Source: an optimization exercise on an open RTL-to-GDS flow (aim: small area, a short achievable clock period and few clock cycles). Production flows keep margins and buffers that such runs may drop. Only simulation tests tie the RTL to the original design; equivalence was not proved. No activity file was given, so power comes from the tool's default toggle rates.

## old
Design equity_top, start of the top module:
module equity_top
(
	input  logic               clock,
	input  logic               rst_n,
	input  logic               awvalid,
	output logic               awready,
	input  logic [5-1:0] awaddr,
	input  logic               wvalid,
	output logic               wready,
	input  logic [32-1:0] wdata,
	output logic               bvalid,
	input  logic               bready,
	output logic [1:0]         bresp,
	input  logic               arvalid,
	output logic               arready,
	input  logic [5-1:0] araddr,
	output logic               rvalid,
	input  logic               rready,
	output logic [32-1:0] rdata,
	output logic [1:0]         rresp
);
clock: 12.5 ns
lec_check: 0
cap_margin: 20
core_margin: 2
core_utilization: 30
slew_margin: 20
run.sh (not shown) runs the stock make flow with config.mk's settings and CLKGATE_MAP_FILE= SYNTH_SCRIPT=/design/flow/synth_recipe.tcl, a recipe that flattens the netlist after the stock synthesis.
old | status: complete | timing, DRC, antenna: pass
Testbench counts of old, summed over its fixed seeds: cycles 10,560.
Edits applied to the flow inputs when going from old to new:
- SLEW_MARGIN now 70, was 20
- CORE_UTILIZATION now 50, was 30
Notes after the runs:
new: number of inserted diodes is 3 higher than what old reported.
Higher cell area was reported by new, not old.
new vs. old: clock latency on the worst-skew pair now sits at about the same level; sequential standard cell area about even; final routed wirelength across all metal layers increased 7700 µm.

========
Setup of alpha:
Another version of the RTL of equity_top (not shown whole).
Size in the first run: about 4,300 cells after synthesis, ~0.035 mm2 of cells after synthesis.
==> flow/config.mk <==
export PLATFORM = sky130hd
export DESIGN_NAME = equity_top
export DESIGN_NICKNAME = equity_top
export VERILOG_FILES = /design/flow/design.v
export SDC_FILE = /design/flow/constraint.sdc
export NUM_CORES = 4
export LEC_CHECK = 0
export CAP_MARGIN = 20
export CORE_MARGIN = 2
export CORE_UTILIZATION = 30
export SLEW_MARGIN = 20
==> flow/constraint.sdc <==
create_clock -name core_clock -period 12.5 [get_ports {clock}]
set_input_delay 2.5000 -clock core_clock [delete_from_list [all_inputs] [get_ports {clock}]]
set_output_delay 2.5000 -clock core_clock [all_outputs]
set_load 0.01 [all_outputs]
standard.sh (not shown) runs the stock make flow with config.mk's settings and CLKGATE_MAP_FILE= SYNTH_SCRIPT=/design/flow/synth_recipe.tcl, a recipe that flattens the netlist after the stock synthesis.
==> flow/flow/run.sh <==
#!/bin/bash
# Standard layout, with timing repair aimed well below the clock period
cp standard.sh standard_sh_copy.log
export SETUP_SLACK_MARGIN=8.5
bash standard.sh > standard.log 2>&1
Testbench counts of alpha, summed over its fixed seeds: cycles 6,144.
### alpha -> beta
==> flow/flow/run.sh <==
#!/bin/bash
# Standard layout, with timing repair aimed well below the clock period
cp standard.sh standard_sh_copy.log
export SETUP_SLACK_MARGIN=9.0
bash standard.sh > standard.log 2>&1
--- outcome ---
- In the metrics for alpha and beta, the one carrying the lower multi-input gate share of the layout cell area is alpha.
- Compared with alpha, beta shows routed wire length higher by about 4%.
- The minimum clock period of beta falls short of that of alpha by 0.16 ns.
- Diff alpha -> beta: clock buffer count decreased by 6.9% relative to the old numbers; final area now larger.
- Higher clock network fraction of total power among alpha and beta: alpha
> inputs changed (beta -> gamma)
- an added ABC_AREA of 1
--- outcome ---
beta completed; timing, DRC and antenna clean
gamma: no failed stages, no open violations at the end
Reported for gamma and beta, cell count along the critical path turned out identical to the last digit.
Portion of the post-synthesis area used by sequential elements was lower in beta than in gamma.
Main combinational cell family by area after synthesis = simple AND/OR/NAND/NOR gates: gamma; main combinational cell family by area after synthesis = compound AO/OA/AOI/OAI gates: beta
Via count, gamma and beta, lower one = beta.
Where number of DRC markers after the initial detailed-route iteration is concerned, beta is better than gamma.
Measured against each other, gamma and beta differ in pin slew with the least headroom to its limit, the higher figure coming from beta.
Most common library cell in the layout ignoring fill and taps = sky130_fd_sc_hd__nor2_1: beta; most common library cell in the layout ignoring fill and taps = sky130_fd_sc_hd__nand2_1: gamma
The number of antenna violations at the first check in global routing number comes out lower for beta vs gamma.

========
Setup of job 102:
equity_top, a different RTL version from the one above (not shown whole).
For scale: ~4900 cells after synthesis, ~440 flip-flops, roughly 90 I/O pins.
==> flow/config.mk <==
export PLATFORM = sky130hd
export DESIGN_NAME = equity_top
export DESIGN_NICKNAME = equity_top
export VERILOG_FILES = /design/flow/design.v
export SDC_FILE = /design/flow/constraint.sdc
export NUM_CORES = 4
export LEC_CHECK = 0
export ABC_AREA = 1
export CAP_MARGIN = 20
export CORE_MARGIN = 2
export CORE_UTILIZATION = 45
export SLEW_MARGIN = 20
==> flow/constraint.sdc <==
create_clock -name core_clock -period 12.5 [get_ports {clock}]
set_input_delay 2.5000 -clock core_clock [delete_from_list [all_inputs] [get_ports {clock}]]
set_output_delay 2.5000 -clock core_clock [all_outputs]
set_load 0.01 [all_outputs]
==> flow/flow/run.sh <==
#!/bin/bash
# Standard layout, with timing repair aimed well below the clock period
cp standard.sh standard_sh_copy.log
export SETUP_SLACK_MARGIN=8.7
bash standard.sh > standard.log 2>&1
Job 102 ran to completion and came out clean on the timing, design-rule and antenna checks.
Testbench counts of job 102, summed over its fixed seeds: cycles 5,952.
Edits applied to the flow inputs when going from job 102 to job 103:
==> flow/flow/run.sh <==
#!/bin/bash
# Standard layout, with timing repair aimed well below the clock period
cp standard.sh standard_sh_copy.log
export SETUP_SLACK_MARGIN=8.8
bash standard.sh > standard.log 2>&1
Notes after the runs:
For post-layout utilization of the core, job 103 and job 102 come out practically identical. Changes observed in job 103 relative to job 102: met1 routing resource usage after global routing dropped 0.21 points, data arrival time of the critical path went down. Job 102 -> job 103: worst voltage drop across the vdd grid increased by a few percent. Final cell count of job 103 is on par with job 102. [job 103] clock distribution area overhead in the final layout fell 0.25 points relative to job 102. Cmp job 103 and job 102 / post-CTS repair timing setup buffer count / lower: job 102. Global routing met3 resource utilization was higher in job 103 than in job 102.

========
Another version of the RTL of equity_top (not shown whole).
Size: about 4900 cells after synthesis, ~480 flip-flops, roughly 90 I/O pins.
clock: 12.5 ns
lec_check: 0
abc_area: 1
cap_margin: 20
core_margin: 2
core_utilization: 30
slew_margin: 20
==> flow/flow/run.sh <==
#!/bin/bash
# Standard layout, with timing repair aimed well below the clock period
cp standard.sh standard_sh_copy.log
export SETUP_SLACK_MARGIN=8.8
bash standard.sh > standard.log 2>&1
Testbench counts at the start, summed over its fixed seeds: cycles 6,144.
==> next run, changes <==
==> flow/flow/run.sh (replaced) <==
#!/bin/bash
# Standard layout, with timing repair aimed well below the clock period
cp standard.sh standard_sh_copy.log
export SETUP_SLACK_MARGIN=9.0
bash standard.sh > standard.log 2>&1
The new run passed the timing, design-rule and antenna checks.
Sequential power barely changes.
Final area rises slightly.
Area after synthesis is unchanged.
Non-clock buffer count rises by 17.
Via count rises slightly.
Combinational power rises by a few percent.
Total power rises slightly.
Synthesized cell count stays the same.
Utilization rises by 0.20 points.
==> next run, changes <==
==> flow/flow/run.sh (replaced) <==
#!/bin/bash
# Standard layout, with timing repair aimed well below the clock period
cp standard.sh standard_sh_copy.log
export SETUP_SLACK_MARGIN=8.8
bash standard.sh > standard.log 2>&1
- CORE_UTILIZATION: 30 -> 45
Total power climbs by a few percent; count of clock-buffer cells in the layout fell by 1; global-route usage is higher by 9.9 points.
==> next run, changes <==
- CORE_UTILIZATION: 45 -> 60
After rerunning: The changed run finished with timing, DRC and antenna clean; via count rose by about 4.5%; sequential power hardly moves; first-iteration DRC count rose by about 22%; area after synthesis is unchanged; final area fell by about 1.2%; clock-buffer cell count rose by 2; clock power fell by about 6%; worst setup slack stays flat; power fell by 2.9%.

## port drivers added, routing unchanged
No port has a modelled driver above. Below, the same layouts with a new extraction and two added sets of constraints. Step 1, drivers: a clkbuf_16 drives clock and a buf_2 each remaining input, both assumed. Step 2 also shifts input and output timing later by t, the mid clock arrival at the registers, as if the neighbouring blocks saw the same clock. Three values: ideal ports, drivers, drivers and shift; two values: the first two.
run	shift t [ns]	setup slack, ns	hold WS [ns]	clock arrival spread, ns	pins driven straight from the clock port
old	0.628	5.930 / 5.930 / 5.930	0.430 / 0.430 / 0.430	0.013 / 0.014	1
new	0.619	6.043 / 6.043 / 6.043	0.427 / 0.427 / 0.427	0.029 / 0.029	1
alpha	0.702	8.549 / 8.479 / 7.959	0.325 / 0.325 / 0.325	0.078 / 0.077	1
beta	0.716	8.705 / 8.636 / 8.262	0.320 / 0.320 / 0.320	0.061 / 0.060	1
gamma	0.709	8.721 / 8.656 / 8.370	0.327 / 0.327 / 0.327	0.071 / 0.070	1
job 102	0.684	8.730 / 8.661 / 8.238	0.323 / 0.323 / 0.323	0.053 / 0.052	1
job 103	0.680	8.767 / 8.697 / 8.234	0.322 / 0.322 / 0.322	0.033 / 0.033	1
the first run of note 4	0.703	8.757 / 8.691 / 8.182	0.319 / 0.319 / 0.319	0.057 / 0.057	1
the second run of note 4	0.702	8.751 / 8.686 / 8.346	0.321 / 0.321 / 0.321	0.042 / 0.042	1
the third run of note 4	0.684	8.777 / 8.708 / 8.232	0.326 / 0.326 / 0.326	0.050 / 0.050	1
the fourth run of note 4	0.693	8.776 / 8.711 / 8.191	0.326 / 0.326 / 0.326	0.025 / 0.025	1
After both steps setup and hold are still met in every run listed. The setup slack of alpha, which loses most, moves by -0.070 ns with the drivers and by -0.590 ns with both steps.
